From an optimization exercise on the open Yosys and OpenROAD flow, aimed at small area, a short achievable clock period and few clock cycles per item; shortcuts taken in it are not production practice. The RTL was checked by simulation tests, not by an equivalence proof against the original design.

## note_tracker
module note_tracker #(
  parameter int NUM_OCTAVES = 5,
  parameter int BIN_W       = 12,
  parameter int MAG_W       = 10,
  parameter int HOLD_FRAMES = 2,
  localparam int NOTES      = 12 * NUM_OCTAVES
) (
  input  logic             clk,
  input  logic             reset,
  input  logic [BIN_W-1:0] bin_addr,
  input  logic [MAG_W-1:0] bin_mag,
  input  logic             bin_we,
  input  logic             bin_last,
  input  logic [MAG_W-1:0] threshold,
  input  logic [MAG_W-1:0] hysteresis,
  input  logic             cfg_we,
  input  logic [5:0]       cfg_note,
  input  logic [BIN_W-1:0] cfg_bin,
  input  logic             cfg_en,
  output logic [3:0]       note,
  output logic [2:0]       octave,
  output logic             note_valid,
  output logic             result_strobe,
  output logic [NOTES-1:0] active_mask,
  output logic             busy,
  output logic             overrun
);
  function automatic logic mag_ge(input logic [MAG_W-1:0] a,
                                  input logic [MAG_W-1:0] b);
    logic [15:0] g, p;
    g = '0;
    p = '1;
    for (int k = 0; k < MAG_W; k++) begin
      g[k] = a[k] & ~b[k];
      p[k] = a[k] | ~b[k];
    end
    for (int w = 16; w > 1; w = w / 2)
      for (int j = 0; j < w / 2; j++) begin
        g[j] = g[2*j+1] | (p[2*j+1] & g[2*j]);
        p[j] = p[2*j+1] & p[2*j];
      end
    mag_ge = g[0] | p[0];
  endfunction
  function automatic logic [MAG_W:0] mag_add(input logic [MAG_W-1:0] a,
                                             input logic [MAG_W-1:0] b);
    logic [MAG_W-1:0] g, p, h;
    g = a & b;
    p = a ^ b;
    h = p;
    for (int d = 1; d < MAG_W; d = d * 2)
      for (int k = MAG_W - 1; k >= d; k--) begin
  ...
Size: ~6000 cells after synthesis, ~1700 flip-flops, ~140 I/O pins, about 0.074 mm^2 of cells after synthesis.
clock: 7.0 ns
lec_check: 0
cap_margin: 20
core_margin: 2
core_utilization: 65
cts_cluster_diameter: 100
cts_cluster_size: 30
place_density: 0.72
setup_slack_margin: 4.1
slew_margin: 20
run.sh (not shown) runs the stock make flow with config.mk's settings and CLKGATE_MAP_FILE= SYNTH_SCRIPT=/design/flow/synth_recipe.tcl, a recipe that flattens the netlist after the stock synthesis.
Testbench counts at the start, summed over its fixed seeds: cycles 19,473, frames 320.
Next try:
==> flow/flow/run.sh (new file) <==
#!/bin/bash
# Layout flow: the standard flow (standard.sh), with one change: the
# buffers that buffer_ports puts on every input and output port are
# sky130_fd_sc_hd__buf_4 instead of the default (a slow delay buffer).
set -e
cp standard.sh standard_sh_copy.txt
for f in config.mk "$FLOW_CONFIG"; do
  if [ -f "$f" ] && ! grep -q BUFFER_PORTS_ARGS "$f"; then
    echo 'export BUFFER_PORTS_ARGS = -buffer_cell sky130_fd_sc_hd__buf_4' >> "$f"
  fi
done
bash standard.sh > standard.log 2>&1
==> flow/standard.sh (new file) <==
#!/bin/bash
# synth_recipe.tcl (not shown) runs the flow's synth.tcl, then flattens the netlist and writes it again
# the make line also repeats each setting of config.mk as NAME=value (left out here)
make -C /OpenROAD-flow-scripts/flow DESIGN_CONFIG=/design/flow/config.mk WORK_HOME=/design/flow/orfs CLKGATE_MAP_FILE= SYNTH_SCRIPT=/design/flow/synth_recipe.tcl "${@:-finish}"
BUFFER_PORTS_ARGS = -buffer_cell sky130_fd_sc_hd__buf_4   (was default)
removed: flow/run.sh
- via count is about the same
- die area does not change
- flip-flop and latch count stays the same
- global-route usage went down by 0.12 points
- final area barely changes
- routed wire length went up slightly
Next try:
ABC_AREA = 1   (was default)
CTS_CLUSTER_DIAMETER = 90   (was 100)
CTS_CLUSTER_SIZE = 25   (was 30)
SETUP_SLACK_MARGIN = 4.25   (was 4.1)
Via count came out higher by 22%.
Synthesized area rose by 4.5%.
Routed wire length is higher by 7.8%.
Worst setup slack got worse by 0.22 ns.
Design area goes up by 2.2%.
Hold slack improves by 0.0085 ns.

========
## wip/lagoon
Another version of the RTL of note_tracker (not shown whole).
Size: about 8600 cells after synthesis, roughly 1700 flip-flops, ~140 I/O pins, ~78000 um^2 of cells after synthesis.
==> flow/config.mk <==
export PLATFORM = sky130hd
export DESIGN_NAME = note_tracker
export DESIGN_NICKNAME = note_tracker
export VERILOG_FILES = /design/flow/design.v
export SDC_FILE = /design/flow/constraint.sdc
export NUM_CORES = 4
export LEC_CHECK = 0
export ABC_AREA = 1
export CAP_MARGIN = 20
export CORE_MARGIN = 2
export CORE_UTILIZATION = 75
export CTS_CLUSTER_DIAMETER = 90
export CTS_CLUSTER_SIZE = 25
export PLACE_DENSITY = 0.8
export SETUP_SLACK_MARGIN = 4.3
export SLEW_MARGIN = 20
export BUFFER_PORTS_ARGS = -buffer_cell sky130_fd_sc_hd__buf_4
==> flow/constraint.sdc <==
create_clock -name core_clock -period 7.0 [get_ports {clk}]
set_input_delay 1.4000 -clock core_clock [delete_from_list [all_inputs] [get_ports {clk}]]
set_output_delay 1.4000 -clock core_clock [all_outputs]
set_load 0.01 [all_outputs]
standard.sh (not shown) runs the stock make flow with config.mk's settings and CLKGATE_MAP_FILE= SYNTH_SCRIPT=/design/flow/synth_recipe.tcl, a recipe that flattens the netlist after the stock synthesis.
==> flow/flow/run.sh <==
#!/bin/bash
# Layout flow: the standard flow (standard.sh), with one change: the
# buffers that buffer_ports puts on every input and output port are
# sky130_fd_sc_hd__buf_4 instead of the default (a slow delay buffer).
set -e
cp standard.sh standard_sh_copy.txt
for f in config.mk "$FLOW_CONFIG"; do
  if [ -f "$f" ] && ! grep -q BUFFER_PORTS_ARGS "$f"; then
    echo 'export BUFFER_PORTS_ARGS = -buffer_cell sky130_fd_sc_hd__buf_4' >> "$f"
  fi
done
bash standard.sh > standard.log 2>&1
Testbench counts of wip/lagoon, summed over its fixed seeds: cycles 19,473, frames 320.
#### Input delta (wip/willow over wip/lagoon)
- swapping 4.3 for 4.25 in SETUP_SLACK_MARGIN
- swapping 0.8 for 0.72 in PLACE_DENSITY
- swapping 75 for 65 in CORE_UTILIZATION
Findings:
Number of detailed-routing iterations run before antenna repair, wip/lagoon and wip/willow, lower one = wip/willow. On diode insertion count for antenna repair, the higher figure sits with wip/lagoon, not wip/willow. Comparing wip/willow against wip/lagoon, there is no change at all in area share of fa/ha/maj cells after synthesis. Worst-case reg-to-reg path depth: higher on wip/willow. The final design instance area without fill was comparable across wip/lagoon and wip/willow. In the reports for wip/lagoon and wip/willow, the larger ratio of cells with drive above 1 in the final layout belongs to wip/lagoon. Sort wip/lagoon and wip/willow by worst slack at placement asc -> top: wip/lagoon. Delta (wip/willow minus wip/lagoon): wire length after detailed routing lost 0.64%; maximum frequency lost about 1.3%.
The inputs of wip/harbor differ from those of wip/willow as listed below.
- PLACE_DENSITY changed from 0.72 to 0.76
- SETUP_SLACK_MARGIN changed from 4.25 to 4.3
- CORE_UTILIZATION changed from 65 to 70
Results
- A critical path class of reg2reg is what wip/harbor shows, while reg2out belongs to wip/willow.
- Count of buffer and inverter cells on the critical path, wip/willow and wip/harbor, lower one = wip/willow.
- On cell area, wip/willow and wip/harbor are neck and neck.
- From wip/willow to wip/harbor the numbers moved as follows: gate count of the mapped netlist did not really move, routed wire length has increased, die outline width shrank by about 3.6%, final hold slack saw little to no change.

[separate check: timing with driven ports]
No port has a modelled driver above. Below, the same layouts with a new extraction and two added sets of constraints. Step 1 sets driving cells, clkbuf_16 on the clock port and buf_2 on the other inputs (assumed; they add their load-dependent delay and slew). Step 2 also shifts input and output timing later by t, the mid clock arrival at the registers, as if the neighbouring blocks saw the same clock. Slacks: ideal ports / drivers / drivers and shift; pairs: ideal ports / drivers.
run | t (ns) | setup WS [ns] | hold slack, ns | clock arrival spread, ns | slew at the worst register clock pin (ns)
the first run of note 1 | 0.834 | 4.070 / 4.046 / 3.291 | 0.358 / 0.358 / 0.358 | 0.035 / 0.034 | 0.12 / 0.12
the second run of note 1 | 0.818 | 3.981 / 3.981 / 3.304 | 0.349 / 0.349 / 0.349 | 0.043 / 0.043 | 0.12 / 0.12
the third run of note 1 | 0.776 | 3.759 / 3.759 / 3.542 | 0.357 / 0.357 / 0.357 | 0.045 / 0.045 | 0.11 / 0.11
wip/lagoon | 0.785 | 4.287 / 4.208 / 3.611 | 0.407 / 0.407 / 0.407 | 0.038 / 0.038 | 0.11 / 0.11
wip/willow | 0.778 | 4.253 / 4.171 / 3.576 | 0.406 / 0.406 / 0.406 | 0.049 / 0.049 | 0.11 / 0.11
wip/harbor | 0.776 | 4.290 / 4.228 / 3.588 | 0.407 / 0.407 / 0.407 | 0.039 / 0.039 | 0.11 / 0.11
After both steps setup and hold are still met in every run listed. The setup slack of the first run of note 1, which loses most, moves by -0.024 ns with the drivers and by -0.779 ns with both steps.
